This is an optimization exercise on Yosys and OpenROAD, whose aim is small area, a short achievable clock period and few clock cycles per item, not a production implementation. Function was checked by simulation only, so behaviour that the tests miss may differ from the original.

==> flow/design.v <==
package matmul_pkg;
  localparam int DEF_N  = 8;
  localparam int DEF_DW = 8;
  localparam int DEF_AW = 2 * DEF_DW + $clog2(DEF_N);
endpackage
module systolic_pe #(
  parameter int DW = 8,
  parameter int AW = 19
) (
  input  logic          clk,
  input  logic          fire,
  input  logic          first,
  input  logic [DW-1:0] a_in,
  input  logic [DW-1:0] b_in,
  output logic [AW-1:0] acc
);
  logic [AW-1:0] acc_q, acc_g, row_x, row_y;
  logic [63:0]   pp;
  logic s1, c2, s3, c4, s5, c6, s7, c8, s9, c10, s11, c12, s13, c14, s15, c16, s17, c18, s19, c20, s21, c22, s23, c24, s25, c26, s27, c28, s29, c30, s31, c32, s33, c34, s35, c36, s37, c38, s39, c40, s41, c42, s43, c44, s45, c46, s47, c48, s49, c50, s51, c52, s53, c54, s55, c56, s57, c58, s59, c60, s61, c62, s63, c64, s65, c66, s67, c68, s69, c70, s71, c72, s73, c74, s75, c76, s77, c78, s79, c80, s81, c82, s83, c84, s85, c86, s87, c88, s89, c90, s91, c92, s93, c94, s95, c96, s97, c98, s99, c100, s101, c102, s103, c104, s105, c106, s107, c108, s109, c110, s111, c112;
  assign acc_g = first ? '0 : acc_q;
  for (genvar r = 0; r < 8; r++) begin : g_pp
    assign pp[r*8 +: 8] = a_in & {8{b_in[r]}};
  end
  assign s1 = acc_g[5] ^ pp[5];
  assign c2 = acc_g[5] & pp[5];
  assign s3 = acc_g[6] ^ pp[6] ^ pp[13];
  assign c4 = (acc_g[6] & pp[6]) | (acc_g[6] & pp[13]) | (pp[6] & pp[13]);
  assign s5 = pp[20] ^ pp[27];
  assign c6 = pp[20] & pp[27];
  assign s7 = acc_g[7] ^ pp[7] ^ pp[14];
  assign c8 = (acc_g[7] & pp[7]) | (acc_g[7] & pp[14]) | (pp[7] & pp[14]);
  assign s9 = pp[21] ^ pp[28] ^ pp[35];
  assign c10 = (pp[21] & pp[28]) | (pp[21] & pp[35]) | (pp[28] & pp[35]);
  assign s11 = pp[42] ^ pp[49];
  assign c12 = pp[42] & pp[49];
  assign s13 = acc_g[8] ^ pp[15] ^ pp[22];
  assign c14 = (acc_g[8] & pp[15]) | (acc_g[8] & pp[22]) | (pp[15] & pp[22]);
  assign s15 = pp[29] ^ pp[36] ^ pp[43];
  assign c16 = (pp[29] & pp[36]) | (pp[29] & pp[43]) | (pp[36] & pp[43]);
  assign s17 = pp[50] ^ pp[57];
  assign c18 = pp[50] & pp[57];
  assign s19 = acc_g[9] ^ pp[23] ^ pp[30];
  assign c20 = (acc_g[9] & pp[23]) | (acc_g[9] & pp[30]) | (pp[23] & pp[30]);
  assign s21 = pp[37] ^ pp[44] ^ pp[51];
  assign c22 = (pp[37] & pp[44]) | (pp[37] & pp[51]) | (pp[44] & pp[51]);
  assign s23 = acc_g[10] ^ pp[31] ^ pp[38];
  assign c24 = (acc_g[10] & pp[31]) | (acc_g[10] & pp[38]) | (pp[31] & pp[38]);
  assign s25 = acc_g[3] ^ pp[3];
  assign c26 = acc_g[3] & pp[3];
  assign s27 = acc_g[4] ^ pp[4] ^ pp[11];
  assign c28 = (acc_g[4] & pp[4]) | (acc_g[4] & pp[11]) | (pp[4] & pp[11]);
  assign s29 = pp[18] ^ pp[25];
  assign c30 = pp[18] & pp[25];
  assign s31 = pp[12] ^ pp[19] ^ pp[26];
  assign c32 = (pp[12] & pp[19]) | (pp[12] & pp[26]) | (pp[19] & pp[26]);
  assign s33 = pp[33] ^ pp[40] ^ s1;
  assign c34 = (pp[33] & pp[40]) | (pp[33] & s1) | (pp[40] & s1);
  assign s35 = pp[34] ^ pp[41] ^ pp[48];
  assign c36 = (pp[34] & pp[41]) | (pp[34] & pp[48]) | (pp[41] & pp[48]);
  assign s37 = s3 ^ s5 ^ c2;
  assign c38 = (s3 & s5) | (s3 & c2) | (s5 & c2);
  assign s39 = pp[56] ^ s7 ^ s9;
  assign c40 = (pp[56] & s7) | (pp[56] & s9) | (s7 & s9);
  assign s41 = s11 ^ c4 ^ c6;
  assign c42 = (s11 & c4) | (s11 & c6) | (c4 & c6);
  assign s43 = s13 ^ s15 ^ s17;
  assign c44 = (s13 & s15) | (s13 & s17) | (s15 & s17);
  assign s45 = c8 ^ c10 ^ c12;
  assign c46 = (c8 & c10) | (c8 & c12) | (c10 & c12);
  assign s47 = pp[58] ^ s19 ^ s21;
  assign c48 = (pp[58] & s19) | (pp[58] & s21) | (s19 & s21);
  assign s49 = c14 ^ c16 ^ c18;
  assign c50 = (c14 & c16) | (c14 & c18) | (c16 & c18);
  assign s51 = pp[45] ^ pp[52] ^ pp[59];
  assign c52 = (pp[45] & pp[52]) | (pp[45] & pp[59]) | (pp[52] & pp[59]);
  assign s53 = s23 ^ c20 ^ c22;
  assign c54 = (s23 & c20) | (s23 & c22) | (c20 & c22);
  assign s55 = acc_g[11] ^ pp[39] ^ pp[46];
  assign c56 = (acc_g[11] & pp[39]) | (acc_g[11] & pp[46]) | (pp[39] & pp[46]);
  assign s57 = pp[53] ^ pp[60] ^ c24;
  assign c58 = (pp[53] & pp[60]) | (pp[53] & c24) | (pp[60] & c24);
  assign s59 = acc_g[12] ^ pp[47] ^ pp[54];
  assign c60 = (acc_g[12] & pp[47]) | (acc_g[12] & pp[54]) | (pp[47] & pp[54]);
  assign s61 = acc_g[2] ^ pp[2];
  assign c62 = acc_g[2] & pp[2];
  assign s63 = pp[10] ^ pp[17] ^ pp[24];
  assign c64 = (pp[10] & pp[17]) | (pp[10] & pp[24]) | (pp[17] & pp[24]);
  assign s65 = pp[32] ^ s27 ^ s29;
  assign c66 = (pp[32] & s27) | (pp[32] & s29) | (s27 & s29);
  assign s67 = s31 ^ s33 ^ c28;
  assign c68 = (s31 & s33) | (s31 & c28) | (s33 & c28);
  assign s69 = s35 ^ s37 ^ c32;
  assign c70 = (s35 & s37) | (s35 & c32) | (s37 & c32);
  assign s71 = s39 ^ s41 ^ c36;
  assign c72 = (s39 & s41) | (s39 & c36) | (s41 & c36);
  assign s73 = s43 ^ s45 ^ c40;
  assign c74 = (s43 & s45) | (s43 & c40) | (s45 & c40);
  assign s75 = s47 ^ s49 ^ c44;
  assign c76 = (s47 & s49) | (s47 & c44) | (s49 & c44);
  assign s77 = s51 ^ s53 ^ c48;
  assign c78 = (s51 & s53) | (s51 & c48) | (s53 & c48);
  assign s79 = s55 ^ s57 ^ c52;
  assign c80 = (s55 & s57) | (s55 & c52) | (s57 & c52);
  assign s81 = pp[61] ^ s59 ^ c56;
  assign c82 = (pp[61] & s59) | (pp[61] & c56) | (s59 & c56);
  assign s83 = acc_g[13] ^ pp[55] ^ pp[62];
  assign c84 = (acc_g[13] & pp[55]) | (acc_g[13] & pp[62]) | (pp[55] & pp[62]);
  assign s85 = acc_g[1] ^ pp[1];
  assign c86 = acc_g[1] & pp[1];
  assign s87 = pp[9] ^ pp[16] ^ s61;
  assign c88 = (pp[9] & pp[16]) | (pp[9] & s61) | (pp[16] & s61);
  assign s89 = s25 ^ s63 ^ c62;
  assign c90 = (s25 & s63) | (s25 & c62) | (s63 & c62);
  assign s91 = c26 ^ s65 ^ c64;
  assign c92 = (c26 & s65) | (c26 & c64) | (s65 & c64);
  assign s93 = c30 ^ s67 ^ c66;
  assign c94 = (c30 & s67) | (c30 & c66) | (s67 & c66);
  assign s95 = c34 ^ s69 ^ c68;
  assign c96 = (c34 & s69) | (c34 & c68) | (s69 & c68);
  assign s97 = c38 ^ s71 ^ c70;
  assign c98 = (c38 & s71) | (c38 & c70) | (s71 & c70);
  assign s99 = c42 ^ s73 ^ c72;
  assign c100 = (c42 & s73) | (c42 & c72) | (s73 & c72);
  assign s101 = c46 ^ s75 ^ c74;
  assign c102 = (c46 & s75) | (c46 & c74) | (s75 & c74);
  assign s103 = c50 ^ s77 ^ c76;
  assign c104 = (c50 & s77) | (c50 & c76) | (s77 & c76);
  assign s105 = c54 ^ s79 ^ c78;
  assign c106 = (c54 & s79) | (c54 & c78) | (s79 & c78);
  assign s107 = c58 ^ s81 ^ c80;
  assign c108 = (c58 & s81) | (c58 & c80) | (s81 & c80);
  assign s109 = c60 ^ s83 ^ c82;
  assign c110 = (c60 & s83) | (c60 & c82) | (s83 & c82);
  assign s111 = acc_g[14] ^ pp[63] ^ c84;
  assign c112 = (acc_g[14] & pp[63]) | (acc_g[14] & c84) | (pp[63] & c84);
  assign row_x = {acc_g[18], acc_g[17], acc_g[16], acc_g[15], s111, s109, s107, s105, s103, s101, s99, s97, s95, s93, s91, s89, s87, pp[8], acc_g[0]};
  assign row_y = {1'b0, 1'b0, 1'b0, c112, c110, c108, c106, c104, c102, c100, c98, c96, c94, c92, c90, c88, c86, s85, pp[0]};
  always_ff @(posedge clk) begin
    if (fire) acc_q <= row_x + row_y;
  end
  assign acc = acc_q;
endmodule
module param_systolic_matmul #(
  parameter int N      = matmul_pkg::DEF_N,
  parameter int DW     = matmul_pkg::DEF_DW,
  parameter int AW     = 2 * DW + $clog2(N),
  parameter int SIGNED = 0
) (
  input  logic              clk,
  input  logic              reset,
  input  logic              in_valid,
  output logic              in_ready,
  input  logic [N*DW-1:0]   a_col,
  input  logic [N*DW-1:0]   b_row,
  output logic              out_valid,
  input  logic              out_ready,
  output logic [N*N*AW-1:0] c_flat,
  output logic              busy
);
  localparam int KW = (N < 2) ? 1 : $clog2(N);
  logic            in_ready_q, out_valid_q, busy_q, active_q;
  logic [KW-1:0]   k_in_q;
  logic            s_v_q, s_first_q, s_last_q;
  logic            o_v_q, o_first_q, o_last_q;
  logic [N*DW-1:0] s_a_q, s_b_q, o_a_q, o_b_q;
  logic accept, in_first, in_last, pend, fire, take, o_free;
  logic o_load_s, o_load_in, s_load_in;
  logic s_v_d, o_v_d, o_first_d, out_valid_d, active_d;
  always_comb begin
    accept    = in_valid && in_ready_q;
    in_first  = (k_in_q == KW'(0));
    in_last   = (k_in_q == KW'(N - 1));
    pend      = o_v_q && o_first_q && out_valid_q;
    fire      = o_v_q && (!pend || out_ready);
    take      = out_valid_q && out_ready;
    o_free    = !o_v_q || fire;
    o_load_s  = o_free && s_v_q;
    o_load_in = o_free && !s_v_q && accept;
    s_load_in = accept && !o_load_in;
    s_v_d     = s_load_in || (s_v_q && !o_load_s);
    o_v_d     = o_load_s || o_load_in || (o_v_q && !fire);
    o_first_d = o_load_s ? s_first_q : (o_load_in ? in_first : o_first_q);
    out_valid_d = (fire && o_last_q) || (out_valid_q && !take);
    active_d  = fire ? !o_last_q : active_q;
  end
  always_ff @(posedge clk or negedge reset) begin
    if (!reset) begin
      in_ready_q  <= 1'b0;
      out_valid_q <= 1'b0;
      busy_q      <= 1'b0;
      active_q    <= 1'b0;
      k_in_q      <= '0;
      s_v_q       <= 1'b0;
      s_first_q   <= 1'b0;
      s_last_q    <= 1'b0;
      o_v_q       <= 1'b0;
      o_first_q   <= 1'b0;
      o_last_q    <= 1'b0;
    end else begin
      in_ready_q  <= !s_v_d || (o_v_d && !(o_first_d && out_valid_d));
      out_valid_q <= out_valid_d;
      busy_q      <= s_v_d || o_v_d || active_d || out_valid_d;
      active_q    <= active_d;
      if (accept) k_in_q <= (k_in_q == KW'(N - 1)) ? '0 : k_in_q + KW'(1);
      s_v_q       <= s_v_d;
      if (s_load_in) begin
        s_first_q <= in_first;
        s_last_q  <= in_last;
      end
      o_v_q       <= o_v_d;
      o_first_q   <= o_first_d;
      if (o_load_s)       o_last_q <= s_last_q;
      else if (o_load_in) o_last_q <= in_last;
    end
  end
  always_ff @(posedge clk) begin
    if (s_load_in) begin
      s_a_q <= a_col;
      s_b_q <= b_row;
    end
    if (o_load_s) begin
      o_a_q <= s_a_q;
      o_b_q <= s_b_q;
    end else if (o_load_in) begin
      o_a_q <= a_col;
      o_b_q <= b_row;
    end
  end
  assign in_ready  = in_ready_q;
  assign out_valid = out_valid_q;
  assign busy      = busy_q;
  for (genvar i = 0; i < N; i++) begin : g_row
    for (genvar j = 0; j < N; j++) begin : g_col
      logic [AW-1:0] acc;
      systolic_pe #(
        .DW (DW),
        .AW (AW)
      ) u_pe (
        .clk   (clk),
        .fire  (fire),
        .first (o_first_q),
        .a_in  (o_a_q[i*DW +: DW]),
        .b_in  (o_b_q[j*DW +: DW]),
        .acc   (acc)
      );
      assign c_flat[(i*N+j)*AW +: AW] = out_valid_q ? acc : '0;
    end
  end
endmodule
==> flow/run.sh <==
#!/bin/bash
# synth_recipe.tcl (not shown) runs the flow's synth.tcl, then flattens the netlist and writes it again
# the make line also repeats each setting of config.mk as NAME=value (left out here)
make -C /OpenROAD-flow-scripts/flow DESIGN_CONFIG=/design/flow/config.mk WORK_HOME=/design/flow/orfs CLKGATE_MAP_FILE= SYNTH_SCRIPT=/design/flow/synth_recipe.tcl finish
==> flow/config.mk <==
export PLATFORM = sky130hd
export DESIGN_NAME = param_systolic_matmul
export DESIGN_NICKNAME = param_systolic_matmul
export VERILOG_FILES = /design/flow/design.v
export SDC_FILE = /design/flow/constraint.sdc
export NUM_CORES = 4
export LEC_CHECK = 0
export CAP_MARGIN = 20
export CORE_MARGIN = 2
export CORE_UTILIZATION = 40
export SLEW_MARGIN = 20
==> flow/constraint.sdc <==
create_clock -name core_clock -period 8.0 [get_ports {clk}]
set_input_delay 1.6000 -clock core_clock [delete_from_list [all_inputs] [get_ports {clk}]]
set_output_delay 1.6000 -clock core_clock [all_outputs]
set_load 0.01 [all_outputs]
==> impl_metrics.env, run 1 <==
export IMPL_cts_tree="built"
export IMPL_report_final_hold_viol_count=0
export IMPL_final_layout_size_suffix_gt1_share_pct=4.02
export IMPL_ff2ff_setup_slack_ps=1660
export IMPL_area_growth_syn_to_layout_pct=13.7
export IMPL_cp_end_kind="register"
export IMPL_max_cap_viols=0
export IMPL_tritoncts_num_sinks=1485
export IMPL_cts_resized_gates=0
export IMPL_grt_overflow_total=0
export IMPL_synth_flop_cell="edfxtp_1"
export IMPL_avgViaCountPerCell=5.27
export IMPL_totalNegativeSetupSlack_ps=0
export IMPL_portBuffers=1350
export IMPL_ctsHtreeMaxLevel=4
export IMPL_grt_first_pass_wirelength_um=1060000
export IMPL_initial_core_util_pct=40.1
export IMPL_drt_antenna_net_count=0
export IMPL_detailedRoute_firstPassIterationCount=6
export IMPL_setup_fix_bufs_post_cts=0
export IMPL_synthDistinctLibCells=92
export IMPL_report_final_slew_viol_count=0
export IMPL_final_min_period_over_clock_period_pct=79.2
export IMPL_crit_path_cell_trace="inv_8 -> buf_4 -> nand2_1 -> fa_1 -> inv_1 -> fa_1 -> fa_1 -> fa_1 -> ha_1 -> o21a_1 -> o2bb2ai_1 -> o31ai_1 -> o31ai_1 -> nor2_1 -> a211oi_1 -> or3_1 -> a21oi_1"
export IMPL_nets_final=27700
export IMPL_first_global_vias=166000
export IMPL_timing_clock_skew_ps=88.8
export IMPL_endpoint="g_row[5].g_col[0].u_pe.acc_q[18]"
export IMPL_worst_ep_arrival_time_ps=6980
export IMPL_netlist_top_cell_by_area="fa_1"
export IMPL_slowest_stage="dfrtp_4"
export IMPL_report_final_setup_viol=0
export IMPL_cts_root_to_sink_buffers=4
export IMPL_dieWidth_um=731
export IMPL_grt_antenna_before_repair=84
export IMPL_crit_reg2reg_capture="g_row[5].g_col[0].u_pe.acc_q[18]"
export IMPL_worstHoldPathType="register to register"
export IMPL_path_clk_slew_ps=60
export IMPL_crit_path_start="o_first_q"
export IMPL_post_synth_inst_count=22200
export IMPL_filler_cell_count=50400
export IMPL_timing_final_crit_period_ps=6340
export IMPL_setup_repair_after_global_routing_missed_its_margin="no"
export IMPL_mean_area_per_synthesized_cell_um2=9.53
export IMPL_globalplace_congestion=0.916
export IMPL_outcome="complete, no violations"
export IMPL_route_final_wire_length_um=701000
export IMPL_ff_latch_area_um2=44500
export IMPL_design_portCount=1351
export IMPL_clockRootBuffer="clkbuf_16"
export IMPL_synth_async_sr_flop_share_pct=0.875
export IMPL_number_of_rows_in_the_core_area=267
export IMPL_dp_hpwl_um=524000
export IMPL_max_freq_mhz=158
export IMPL_worstPathMaxFanout=45
export IMPL_worst_r2r_startpoint="o_first_q"
export IMPL_area_of_the_multi_input_gates_um2=151000
export IMPL_netlist_area_um2=212000
export IMPL_endpoint_required_time_on_the_critical_path_ps=8640
export IMPL_dieArea_um2=535000
export IMPL_yosys_register_bits=1485
export IMPL_synthesis_nets=27000
export IMPL_drcViolationCount=0
export IMPL_cts_hold_buffers=0
export IMPL_max_slew_margin_rel_pct=26.8
export IMPL_worstSetupPathType="register to register"
export IMPL_critical_path_top_cell_by_count="fa_1"
export IMPL_reg2reg_depth=17
export IMPL_worst_path_largest_cell_delay_ps=660
export IMPL_synth_edff_count=1472
export IMPL_via_count=159000
export IMPL_core_um2=528000
export IMPL_worst_skew_pair_late_latency_ps=970
export IMPL_drt_first_iter_violations=11200
export IMPL_grt_start_max_net_pins=206
export IMPL_synth_yosys_warnings=2
export IMPL_ys_top_cells_by_area="fa_1, edfxtp_1, and2_1, ha_1, inv_1"
export IMPL_detail_route_wl_per_cell_um=23.3
export IMPL_timing_worst_slew_pin_value_ps=1100
export IMPL_kind_of_start_point_of_the_critical_path="register"
export IMPL_synth_sequential_area_ratio_pct=21.1
export IMPL_global_route_total_usage_across_every_layer_pct=26.1
export IMPL_die_h_um=731
export IMPL_cts_buffers_inserted=212
export IMPL_netlist_area_leader_share_pct=29.7
[state kept, by name (all words and copies together), names as in the netlist, 3 cells and up]
register                flops
g_row.g_col.u_pe.acc_q   1216
o_a_q                      64
o_b_q                      64
s_a_q                      64
s_b_q                      64
k_in_q                      3
[worst min path at each step]
stage,depth (start not counted),startpoint,endpoint,slack (ps)
5_1_grt,1,s_last_q,s_last_q,540
3_3_place_gp,2,active_q,active_q,470
4_1_cts,2,active_q,active_q,500
6_report,2,active_q,active_q,500
3_5_place_dp,1,active_q,busy_q,480
2_1_floorplan,1,active_q,busy_q,440
[stage by stage]
stage	setup slack [ps]	hold WS (ps)	instances	cell area (um^2)	utilization, %
3_5_place_dp	1630	482	29700	233000	44.2
2_1_floorplan	-12620	443	22200	212000	-
4_1_cts	1600	498	30100	240000	45.6
6_report	1660	500	30100	241000	45.6
5_1_grt	1330	540	30100	240000	45.6
3_3_place_gp	1700	466	29700	233000	44.2
[per-layer routing]
layer,vias to the layer above,GRT usage [%],part of all wire (%)
met5,-,0,0.020
met4,22,12.5,5.7
met3,1069,3.75,6.7
met2,5261,41.5,45
met1,81100,35.0,42
li1,71200,-,-
[layout by cell type (no fill, tap or decap), types with 661 or more instances in the layout]
| cell | n |
|---|---|
| a21oi_1 | 791 |
| and2_1 | 3550 |
| clkdlybuf4s50_1 | 1350 |
| edfxtp_1 | 1472 |
| fa_1 | 3136 |
| ha_1 | 1539 |
| inv_1 | 3115 |
| nand2_1 | 2603 |
| nor2b_1 | 786 |
| xnor2_1 | 661 |
[cell usage after synthesis (18+ instances only)]
cell	n
a211oi_1	50
and3_1	86
a21o_1	391
edfxtp_1	1472
a41oi_1	18
o21a_1	112
o21bai_1	145
or3_1	67
a21oi_1	791
mux2_2	157
nand2b_1	74
fa_1	3136
a31oi_1	78
or2_2	27
nor3_1	156
nor4_1	20
a21boi_0	19
nand4_1	56
xor2_1	293
nand2_1	2606
nand3_1	156
o21ai_0	395
nor2b_1	787
and2_1	3550
o211ai_1	65
ha_1	1539
nor2_1	586
clkbuf_1	1187
inv_1	3117
xnor2_1	661
o31ai_1	39
[kinds of logic (layout without fill, tap and decap cells)]
group / count (synthesis) / in the layout / synth area share, %
adders and majority gates: 4675 / 4675 / 38.8
and+or+nand+nor: 8226 / 8226 / 20.4
other: 0 / 31 / 0
buffers and inverters: 4320 / 5201 / 7.67
AOI/OAI and AO/OA: 2377 / 2377 / 7.26
xor gates and xnor gates: 954 / 954 / 3.95
DFF: 1485 / 1485 / 21.1
muxes: 162 / 162 / 0.862
[cell type report]
class	count	area share, %
Sequential cell	1485	18.5
Timing Repair Buffer	1696	7.32
Antenna cell	31	0.0322
Multi-Input combinational cell	16400	62.7
Clock buffer	245	2.28
Inverter	3117	4.87
Tap cell	6994	3.64
Clock inverter	143	0.657
[critical path: cells and delay by family (launching register included)]
family | cells | cell delay, ps
adder cells (fa/ha/maj) | 5 | 2260
buffers and inverters | 3 | 1070
AO/OA/AOI/OAI | 6 | 1560
AND/OR/NAND/NOR | 3 | 390
flip-flops | 1 | 660
Testbench counts, summed over its fixed seeds: cycles 780, jobs 96.
==> run 2: changes to the inputs <==
--- a/flow/design.v
+++ b/flow/design.v
@@ -158,75 +158,53 @@
   output logic              busy
 );
   localparam int KW = (N < 2) ? 1 : $clog2(N);
-  logic            in_ready_q, out_valid_q, busy_q, active_q;
+  logic            en_q, out_valid_q, busy_q, active_q;
   logic [KW-1:0]   k_in_q;
-  logic            s_v_q, s_first_q, s_last_q;
   logic            o_v_q, o_first_q, o_last_q;
-  logic [N*DW-1:0] s_a_q, s_b_q, o_a_q, o_b_q;
-  logic accept, in_first, in_last, pend, fire, take, o_free;
-  logic o_load_s, o_load_in, s_load_in;
-  logic s_v_d, o_v_d, o_first_d, out_valid_d, active_d;
+  logic [N*DW-1:0] o_a_q, o_b_q;
+  logic in_ready_w, accept, in_first, in_last, pend, fire, take;
+  logic o_v_d, o_first_d, out_valid_d, active_d;
   always_comb begin
-    accept    = in_valid && in_ready_q;
-    in_first  = (k_in_q == KW'(0));
-    in_last   = (k_in_q == KW'(N - 1));
-    pend      = o_v_q && o_first_q && out_valid_q;
-    fire      = o_v_q && (!pend || out_ready);
-    take      = out_valid_q && out_ready;
-    o_free    = !o_v_q || fire;
-    o_load_s  = o_free && s_v_q;
-    o_load_in = o_free && !s_v_q && accept;
-    s_load_in = accept && !o_load_in;
-    s_v_d     = s_load_in || (s_v_q && !o_load_s);
-    o_v_d     = o_load_s || o_load_in || (o_v_q && !fire);
-    o_first_d = o_load_s ? s_first_q : (o_load_in ? in_first : o_first_q);
+    pend        = o_v_q && o_first_q && out_valid_q;
+    fire        = o_v_q && (!pend || out_ready);
+    take        = out_valid_q && out_ready;
+    in_ready_w  = en_q && (!pend || out_ready);
+    accept      = in_valid && in_ready_w;
+    in_first    = (k_in_q == KW'(0));
+    in_last     = (k_in_q == KW'(N - 1));
+    o_v_d       = accept || (o_v_q && !fire);
+    o_first_d   = accept ? in_first : o_first_q;
     out_valid_d = (fire && o_last_q) || (out_valid_q && !take);
-    active_d  = fire ? !o_last_q : active_q;
+    active_d    = fire ? !o_last_q : active_q;
   end
   always_ff @(posedge clk or negedge reset) begin
     if (!reset) begin
-      in_ready_q  <= 1'b0;
+      en_q        <= 1'b0;
       out_valid_q <= 1'b0;
       busy_q      <= 1'b0;
       active_q    <= 1'b0;
       k_in_q      <= '0;
-      s_v_q       <= 1'b0;
-      s_first_q   <= 1'b0;
-      s_last_q    <= 1'b0;
       o_v_q       <= 1'b0;
       o_first_q   <= 1'b0;
       o_last_q    <= 1'b0;
     end else begin
-      in_ready_q  <= !s_v_d || (o_v_d && !(o_first_d && out_valid_d));
+      en_q        <= 1'b1;
       out_valid_q <= out_valid_d;
-      busy_q      <= s_v_d || o_v_d || active_d || out_valid_d;
+      busy_q      <= o_v_d || active_d || out_valid_d;
       active_q    <= active_d;
       if (accept) k_in_q <= (k_in_q == KW'(N - 1)) ? '0 : k_in_q + KW'(1);
-      s_v_q       <= s_v_d;
-      if (s_load_in) begin
-        s_first_q <= in_first;
-        s_last_q  <= in_last;
-      end
       o_v_q       <= o_v_d;
       o_first_q   <= o_first_d;
-      if (o_load_s)       o_last_q <= s_last_q;
-      else if (o_load_in) o_last_q <= in_last;
+      if (accept) o_last_q <= in_last;
     end
   end
   always_ff @(posedge clk) begin
-    if (s_load_in) begin
-      s_a_q <= a_col;
-      s_b_q <= b_row;
-    end
-    if (o_load_s) begin
-      o_a_q <= s_a_q;
-      o_b_q <= s_b_q;
-    end else if (o_load_in) begin
+    if (accept) begin
       o_a_q <= a_col;
       o_b_q <= b_row;
     end
   end
-  assign in_ready  = in_ready_q;
+  assign in_ready  = in_ready_w;
   assign out_valid = out_valid_q;
   assign busy      = busy_q;
   for (genvar i = 0; i < N; i++) begin : g_row
==> impl_metrics.env, run 2 <==
export IMPL_outcome="complete, no violations"
export IMPL_synthDistinctLibCells=90
export IMPL_cts_buffers_inserted=203
export IMPL_cp_end_kind="register"
export IMPL_ys_top_cells_by_area="fa_1, edfxtp_1, and2_1, ha_1, inv_1"
export IMPL_dp_hpwl_um=531000
export IMPL_number_of_rows_in_the_core_area=263
export IMPL_first_global_vias=164000
export IMPL_core_um2=512000
export IMPL_grt_start_max_net_pins=241
export IMPL_worstSetupPathType="register to register"
export IMPL_synth_sequential_area_ratio_pct=19.8
export IMPL_layout_top_registers="g_row.g_col.u_pe.acc_q (1216), o_a_q (64), o_b_q (64)"
export IMPL_nets_final=27200
export IMPL_via_count=157000
export IMPL_final_layout_size_suffix_gt1_share_pct=3.38
export IMPL_postLayoutSetupSlackWorst_ps=1740
export IMPL_setup_repair_after_global_routing_missed_its_margin="no"
export IMPL_setup_fix_bufs_post_cts=0
export IMPL_dieWidth_um=721
export IMPL_grt_first_pass_wirelength_um=1080000
export IMPL_timing_worst_slew_pin_value_ps=1080
export IMPL_design_portCount=1351
export IMPL_worst_r2r_startpoint="o_first_q"
export IMPL_ff2ff_setup_slack_ps=1740
export IMPL_drt_first_iter_violations=12400
export IMPL_timing_clock_skew_ps=64.2
export IMPL_cts_root_to_sink_buffers=4
export IMPL_synthesis_nets=26600
export IMPL_synth_async_sr_flop_share_pct=0.739
export IMPL_synth_cells_most_frequent="and2_1, fa_1, inv_1, nand2_1, ha_1"
export IMPL_worstHoldPathType="register to register"
export IMPL_crit_path_start="o_first_q"
export IMPL_report_final_slew_viol_count=0
export IMPL_pre_cts_slack_ps=1680
export IMPL_die_h_um=721
export IMPL_report_final_hold_viol_count=0
export IMPL_area_growth_syn_to_layout_pct=13.8
export IMPL_timing_final_crit_period_ps=6260
export IMPL_largest_register_ffs=1216
export IMPL_netlist_area_um2=206000
export IMPL_avgViaCountPerCell=5.35
export IMPL_worst_ep_arrival_time_ps=7030
export IMPL_post_synth_inst_count=21800
export IMPL_layout_cells_most_common_list="and2_1, fa_1, inv_1"
export IMPL_max_freq_mhz=160
export IMPL_cts_resized_gates=0
export IMPL_final_min_period_over_clock_period_pct=78.2
export IMPL_report_final_setup_viol=0
export IMPL_route_final_wire_length_um=725000
export IMPL_max_slew_margin_rel_pct=28.1
export IMPL_ctsHtreeMaxLevel=4
export IMPL_drcViolationCount=0
export IMPL_dieArea_um2=520000
export IMPL_layout_cells_most_common="and2_1"
export IMPL_endpoint="g_row[4].g_col[3].u_pe.acc_q[18]"
export IMPL_worstPathMaxFanout=50
export IMPL_grt_overflow_total=0
export IMPL_global_route_total_usage_across_every_layer_pct=27.8
export IMPL_crit_reg2reg_capture="g_row[4].g_col[3].u_pe.acc_q[18]"
export IMPL_max_cap_viols=0
export IMPL_endpoint_required_time_on_the_critical_path_ps=8770
export IMPL_cts_hold_buffers=0
export IMPL_kind_of_start_point_of_the_critical_path="register"
export IMPL_globalplace_congestion=0.911
export IMPL_cts_tree="built"
export IMPL_tritoncts_num_sinks=1354
export IMPL_clockRootBuffer="clkbuf_16"
export IMPL_min_delay_start="active_q"
export IMPL_drt_antenna_net_count=0
export IMPL_portBuffers=1350
export IMPL_path_clk_slew_ps=60
export IMPL_yosys_register_bits=1354
export IMPL_initial_core_util_pct=40.1
export IMPL_detail_route_wl_per_cell_um=24.6
export IMPL_synth_flop_cell="edfxtp_1"
export IMPL_mean_area_per_synthesized_cell_um2=9.44
export IMPL_netlist_top_cell_by_area="fa_1"
export IMPL_totalNegativeSetupSlack_ps=0
export IMPL_reg2reg_depth=17
export IMPL_detailedRoute_firstPassIterationCount=6
export IMPL_worst_skew_pair_late_latency_ps=980
export IMPL_synth_edff_count=1344
export IMPL_regMostFlops="g_row.g_col.u_pe.acc_q"
export IMPL_synth_yosys_warnings=2
export IMPL_synth_most_common_cell="and2_1"
export IMPL_netlist_area_leader_share_pct=30.5
export IMPL_grt_antenna_before_repair=125
-- run 2: layout make-up --
type	instances	area, um^2
Sequential cell	1354	40600
Multi-Input combinational cell	16100	149000
Timing Repair Buffer	1660	17400
Antenna cell	62	155
Clock buffer	230	5220
Clock inverter	139	1510
Inverter	3108	11700
Tap cell	6757	8450
Fill cell	48800	279000
-- run 2: worst min-delay path by stage --
stage / endpoint / slack, ps / depth (start not counted)
floorplan: busy_q / 440 / 1
global placement: busy_q / 470 / 1
detailed placement: busy_q / 460 / 1
CTS: busy_q / 490 / 1
global route: busy_q / 510 / 1
finish: active_q / 490 / 2
-- run 2: through the flow --
| stage | cell area (um^2) | cells | utilization (%) | hold slack (ps) |
|---|---|---|---|---|
| after global routing | 234000 | 29400 | 45.6 | 513 |
| after CTS | 234000 | 29400 | 45.6 | 493 |
| after detailed placement | 227000 | 29000 | 44.3 | 465 |
| after global placement | 227000 | 29000 | 44.3 | 470 |
| final | 234000 | 29400 | 45.6 | 491 |
| after floorplan | 206000 | 21800 | - | 443 |
-- run 2: routing by layer --
metal | share of wire (%) | global-route usage [%]
met3 | 8.1 | 4.84
met2 | 46 | 45.1
met4 | 5.8 | 13.4
met5 | 0.023 | 0
met1 | 40 | 36.0
-- run 2: cell families (layout without fill, tap and decap cells) --
group / Yosys count / in the layout / share of synthesized area, %
multiplexers: 28 / 28 / 0.152
AND/OR/NAND/NOR: 8261 / 8261 / 21.2
adder cells (fa/ha/maj): 4675 / 4675 / 39.9
other: 1 / 63 / 0.00182
buffers and inverters: 4307 / 5137 / 7.87
AO/OA/AOI/OAI: 2189 / 2189 / 7.05
XOR/XNOR: 960 / 960 / 4.09
flip-flops: 1354 / 1354 / 19.8
-- run 2: critical path, cell delays in order (launching register included) --
cell	delay, ps
dfrtp_4	690
inv_8	610
buf_12	410
nand2_1	140
fa_1	510
inv_1	50
fa_1	460
fa_1	540
fa_1	420
ha_1	360
o21a_1	120
o21a_1	180
a21oi_1	200
o21ai_1	160
a311o_1	420
a21oi_1	170
mux2_2	340
a21oi_1	140
Testbench counts of run 2, summed over its fixed seeds: cycles 780, jobs 96.

## separate check: timing with driven ports
In the flow no input, the clock included, has a driving cell. The finished layouts below were timed again as built, in two steps.
Step 1 assumes that a clkbuf_16 drives the clock port and a buf_2 every other input.
Step 2, shift: input delay + t, output delay - t, t = (earliest + latest rising clock arrival at the registers) / 2. This alone moves slack from input paths to output paths.
Slacks: no drivers / after step 1 / after step 2; pairs: no drivers / after step 1.
| run | t (ns) | setup slack, ns | worst setup path at the end | worst slew at a driven data input, ns |
|---|---|---|---|---|
| run 1 | 1.051 | 1.662 / 1.662 / 1.662 | register to register | 0.23 |
| run 2 | 1.067 | 1.742 / 1.742 / 1.742 | register to register | 0.32 |
After both steps every run listed still meets setup and hold.
